Context: an optimization exercise on an open-source flow, tuned for small area and few clock cycles per item. The choices shown serve that exercise and are no tape-out recipe.
In this exercise RTL edits were held to simulation tests only and were not proved equivalent to the original.
Power is estimated from default activity; no workload was simulated.

==> flow/design.v <==
package grr_pkg;
    localparam int CFG_W = 5;
    localparam int DATA_W = 32;
    typedef struct packed {
        logic bank;    
        logic rev;     
        logic fin;     
    } grp_flags_t;
endpackage
module grr_sel8 (
    input  logic [7:0] sel,
    input  logic [7:0] d,
    output logic       y
);
    assign y = |(sel & d);
endmodule
module grr_or2 (
    input  logic a,
    input  logic b,
    output logic y
);
    assign y = a || b;
endmodule
module grr_dec16 (
    input  logic [3:0]  x,
    output logic [15:0] y
);
    logic [3:0] lo_n;
    logic [3:0] hi_n;
    grr_pre4 u_lo (.x (x[1:0]), .y_n (lo_n));
    grr_pre4 u_hi (.x (x[3:2]), .y_n (hi_n));
    for (genvar i = 0; i < 16; i++)
    begin : g_out
        grr_nor2 u_nor (.a (lo_n[i % 4]), .b (hi_n[i / 4]), .y (y[i]));
    end
endmodule
module grr_dec16e (
    input  logic [3:0]  x,
    input  logic        en,
    output logic [15:0] y
);
    logic [3:0] lo_n;
    logic [3:0] hi_n;
    grr_pre4e u_lo (.x (x[1:0]), .en (en), .y_n (lo_n));
    grr_pre4  u_hi (.x (x[3:2]), .y_n (hi_n));
    for (genvar i = 0; i < 16; i++)
    begin : g_out
        grr_nor2 u_nor (.a (lo_n[i % 4]), .b (hi_n[i / 4]), .y (y[i]));
    end
endmodule
module grr_pre4 (
    input  logic [1:0] x,
    output logic [3:0] y_n
);
    always_comb
    begin
        for (int k = 0; k < 4; k++)
        begin
            y_n[k] = (x != 2'(k));
        end
    end
endmodule
module grr_pre4e (
    input  logic [1:0] x,
    input  logic       en,
    output logic [3:0] y_n
);
    always_comb
    begin
        for (int k = 0; k < 4; k++)
        begin
            y_n[k] = !(en && (x == 2'(k)));
        end
    end
endmodule
module grr_nor2 (
    input  logic a,
    input  logic b,
    output logic y
);
    assign y = !(a || b);
endmodule
module group_reversal_reorder #(
    parameter int MAX_GROUP = 16
) (
    input  logic                       clk,
    input  logic                       rst_n,
    input  logic                       cfg_we,
    input  logic [grr_pkg::CFG_W-1:0]  cfg_wdata,
    input  logic                       in_valid,
    output logic                       in_stall,
    input  logic signed [31:0]         value,
    input  logic                       last,
    output logic                       out_valid,
    input  logic                       out_stall,
    output logic signed [31:0]         value_res,
    output logic                       run_last,
    output logic                       stream_end
);
    localparam int AW = $clog2(MAX_GROUP);
    logic [grr_pkg::DATA_W-1:0] mem [MAX_GROUP];
    logic [AW-1:0]  szm1_reg;
    logic [AW-1:0]  szm1_new;
    logic [AW-1:0]  wpos_reg;
    logic           wdir_reg;
    logic [AW-1:0]  wcnt_reg;       
    logic [AW-1:0]  wslot;
    logic           cvalid_reg;
    logic [AW-1:0]  rpos_reg;
    logic           rdir_reg;
    logic [AW-1:0]  rcnt_reg;       
    logic           rfin_reg;
    logic [AW-1:0]  rslot;
    logic           nvalid_reg;
    logic [AW-1:0]  npos_reg;
    logic           ndir_reg;
    logic [AW-1:0]  ncnt_reg;       
    logic           nfin_reg;
    logic           take;
    logic           rdone;
    logic           accept;
    logic           size_hit;
    logic           close;
    logic           flip;
    logic [AW-1:0]  cdist;
    logic [AW-1:0]  ndist;
    logic           cbusy;
    logic           nbusy;
    logic           q_block;
    logic [AW-1:0]  d_pos;
    logic           d_dir;
    assign wslot = wpos_reg ^ {AW{wdir_reg}};
    assign rslot = rpos_reg ^ {AW{rdir_reg}};
    assign take  = cvalid_reg && !out_stall;
    assign rdone = take && (rcnt_reg == '0);
    assign szm1_new = (cfg_wdata == '0) ? '0
                    : (cfg_wdata > grr_pkg::CFG_W'(MAX_GROUP)) ? AW'(MAX_GROUP - 1)
                    : AW'(cfg_wdata - grr_pkg::CFG_W'(1));
    assign size_hit = (wcnt_reg >= szm1_reg);
    assign close    = size_hit || last;
    assign flip = size_hit && (szm1_reg >= AW'(MAX_GROUP / 2));
    assign cdist = (wpos_reg ^ {AW{wdir_reg ^ rdir_reg}}) - rpos_reg;
    assign ndist = (wpos_reg ^ {AW{wdir_reg ^ ndir_reg}}) - npos_reg;
    assign cbusy = cvalid_reg && (cdist <= rcnt_reg) && !(take && (cdist == '0));
    assign nbusy = nvalid_reg && (ndist <= ncnt_reg);
    assign q_block  = close && nvalid_reg && !rdone;
    assign in_stall = cbusy || nbusy || q_block;
    assign accept   = in_valid && !in_stall;
    assign d_pos = size_hit ? ~wpos_reg : (wpos_reg - wcnt_reg);
    assign d_dir = size_hit ? !wdir_reg : wdir_reg;
    always_ff @(posedge clk or negedge rst_n)
    begin
        if (!rst_n)
        begin
            szm1_reg   <= '0;
            wpos_reg   <= '0;
            wdir_reg   <= 1'b0;
            wcnt_reg   <= '0;
            cvalid_reg <= 1'b0;
            nvalid_reg <= 1'b0;
        end
        else
        begin
            if (cfg_we)
            begin
                szm1_reg <= szm1_new;
            end
            if (!cvalid_reg || rdone)
            begin
                cvalid_reg <= nvalid_reg || (accept && close);
            end
            if (accept && close && (nvalid_reg || (cvalid_reg && !rdone)))
            begin
                nvalid_reg <= 1'b1;
            end
            else if (!cvalid_reg || rdone)
            begin
                nvalid_reg <= 1'b0;
            end
            if (accept)
            begin
                wcnt_reg <= close ? '0 : (wcnt_reg + AW'(1));
                if (close && flip)
                begin
                    wpos_reg <= ~wpos_reg;
                    wdir_reg <= !wdir_reg;
                end
                else
                begin
                    wpos_reg <= wpos_reg + AW'(1);
                end
            end
        end
    end
    always_ff @(posedge clk)
    begin
        if (!cvalid_reg || rdone)
        begin
            if (nvalid_reg)
            begin
                rpos_reg <= npos_reg;
                rdir_reg <= ndir_reg;
                rcnt_reg <= ncnt_reg;
                rfin_reg <= nfin_reg;
            end
            else
            begin
                rpos_reg <= d_pos;
                rdir_reg <= d_dir;
                rcnt_reg <= wcnt_reg;
                rfin_reg <= last;
            end
        end
        else if (take)
        begin
            rpos_reg <= rpos_reg + AW'(1);
            rcnt_reg <= rcnt_reg - AW'(1);
        end
        if (accept && close)
        begin
            npos_reg <= d_pos;
            ndir_reg <= d_dir;
            ncnt_reg <= wcnt_reg;
            nfin_reg <= last;
        end
    end
    logic [MAX_GROUP-1:0] wsel;
    grr_dec16e u_wdec (.x (wslot), .en (accept), .y (wsel));
    always_ff @(posedge clk)
    begin
        for (int i = 0; i < MAX_GROUP; i++)
        begin
            if (wsel[i])
            begin
                mem[i] <= value;
            end
        end
    end
    logic [MAX_GROUP-1:0] rsel;
    grr_dec16 u_rdec (.x (rslot), .y (rsel));
    for (genvar b = 0; b < grr_pkg::DATA_W; b++)
    begin : g_rd
        logic [MAX_GROUP-1:0] col;
        logic [1:0]           half;
        for (genvar i = 0; i < MAX_GROUP; i++)
        begin : g_col
            assign col[i] = mem[i][b];
        end
        grr_sel8 u_lo (.sel (rsel[7:0]),  .d (col[7:0]),  .y (half[0]));
        grr_sel8 u_hi (.sel (rsel[15:8]), .d (col[15:8]), .y (half[1]));
        grr_or2  u_or (.a (half[0]), .b (half[1]), .y (value_res[b]));
    end
    assign out_valid  = cvalid_reg;
    assign run_last   = (rcnt_reg == '0);
    assign stream_end = (rcnt_reg == '0) && rfin_reg;
endmodule
export LEC_CHECK = 0
export CAP_MARGIN = 0
export CORE_MARGIN = 2
export CORE_UTILIZATION = 75
export PLACE_DENSITY = 0.85
export SETUP_SLACK_MARGIN = 0.05
export SLEW_MARGIN = 0
export SYNTH_HIERARCHICAL = 1
export SYNTH_MINIMUM_KEEP_SIZE = 0
create_clock -name core_clock -period 5.0 [get_ports {clk}]
standard.sh (not shown) runs the stock make flow with config.mk's settings and CLKGATE_MAP_FILE= SYNTH_SCRIPT=/design/flow/synth_recipe.tcl, a recipe that flattens the netlist after the stock synthesis.
==> flow/flow/run.sh <==
#!/bin/bash
# Layout flow: the standard ORFS flow (standard.sh, unchanged synthesis), with two
# changes passed as ORFS variables:
#  - port buffers use the smallest buffer cell (every input and output still gets one);
#  - clock tree synthesis uses large clock buffers over large sink clusters and no dummy loads.
# make's full output goes to flow_make.log; each ORFS step keeps its own log under orfs/logs/.
set -euo pipefail
export BUFFER_PORTS_ARGS="-buffer_cell sky130_fd_sc_hd__buf_1"
export CTS_ARGS="-sink_clustering_enable -repair_clock_nets -dont_use_dummy_load -buf_list sky130_fd_sc_hd__clkbuf_8 -sink_clustering_size 16 -sink_clustering_max_diameter 50"
bash standard.sh finish > flow_make.log 2>&1
Testbench counts at the start, summed over its fixed seeds: cycles 49,519, words 41,157.
Next try:
CORE_UTILIZATION = 70   (was 75)
PLACE_DENSITY = 0.8   (was 0.85)
SETUP_SLACK_MARGIN = 0.1   (was 0.05)
What happened:
- total power drops by 1.1%
- cell area rises by about 0.6%
- register-to-register slack improves by 50 ps
- global-route usage drops by 3.9 points
- via count falls by about 2%
- clock skew is higher by 13 ps
- non-clock buffer count is higher by 2
- first-iteration DRC count falls by about 24%
- area after synthesis stays the same
- routed wire length goes down by about 4.5%
- core utilization went down by 6.3 points

[separate check: timing with driven ports]
Ports are ideal in the flow. The routed layouts listed here were re-timed in OpenROAD. Step 1: set_driving_cell puts a clkbuf_16 on clk and a buf_2 on each other input, an assumption about the parent block. Step 2, shift: input delay + t, output delay - t, t = (earliest + latest rising clock arrival at the registers) / 2. This alone moves slack from input paths to output paths. Slacks: ideal ports / drivers / drivers and shift; pairs: ideal ports / drivers.
| run | shift t [ns] | slack for setup (ns) | worst setup path at the end | worst register clock-pin slew, ns | worst data-port slew with drivers (ns) |
|---|---|---|---|---|---|
| the first run | 0.597 | 0.167 / 0.121 / 0.526 | register to register | 0.10 / 0.10 | 0.04 |
| the second run | 0.598 | 0.283 / 0.234 / 0.581 | register to register | 0.10 / 0.10 | 0.04 |
After both steps setup and hold are still met in every run listed.
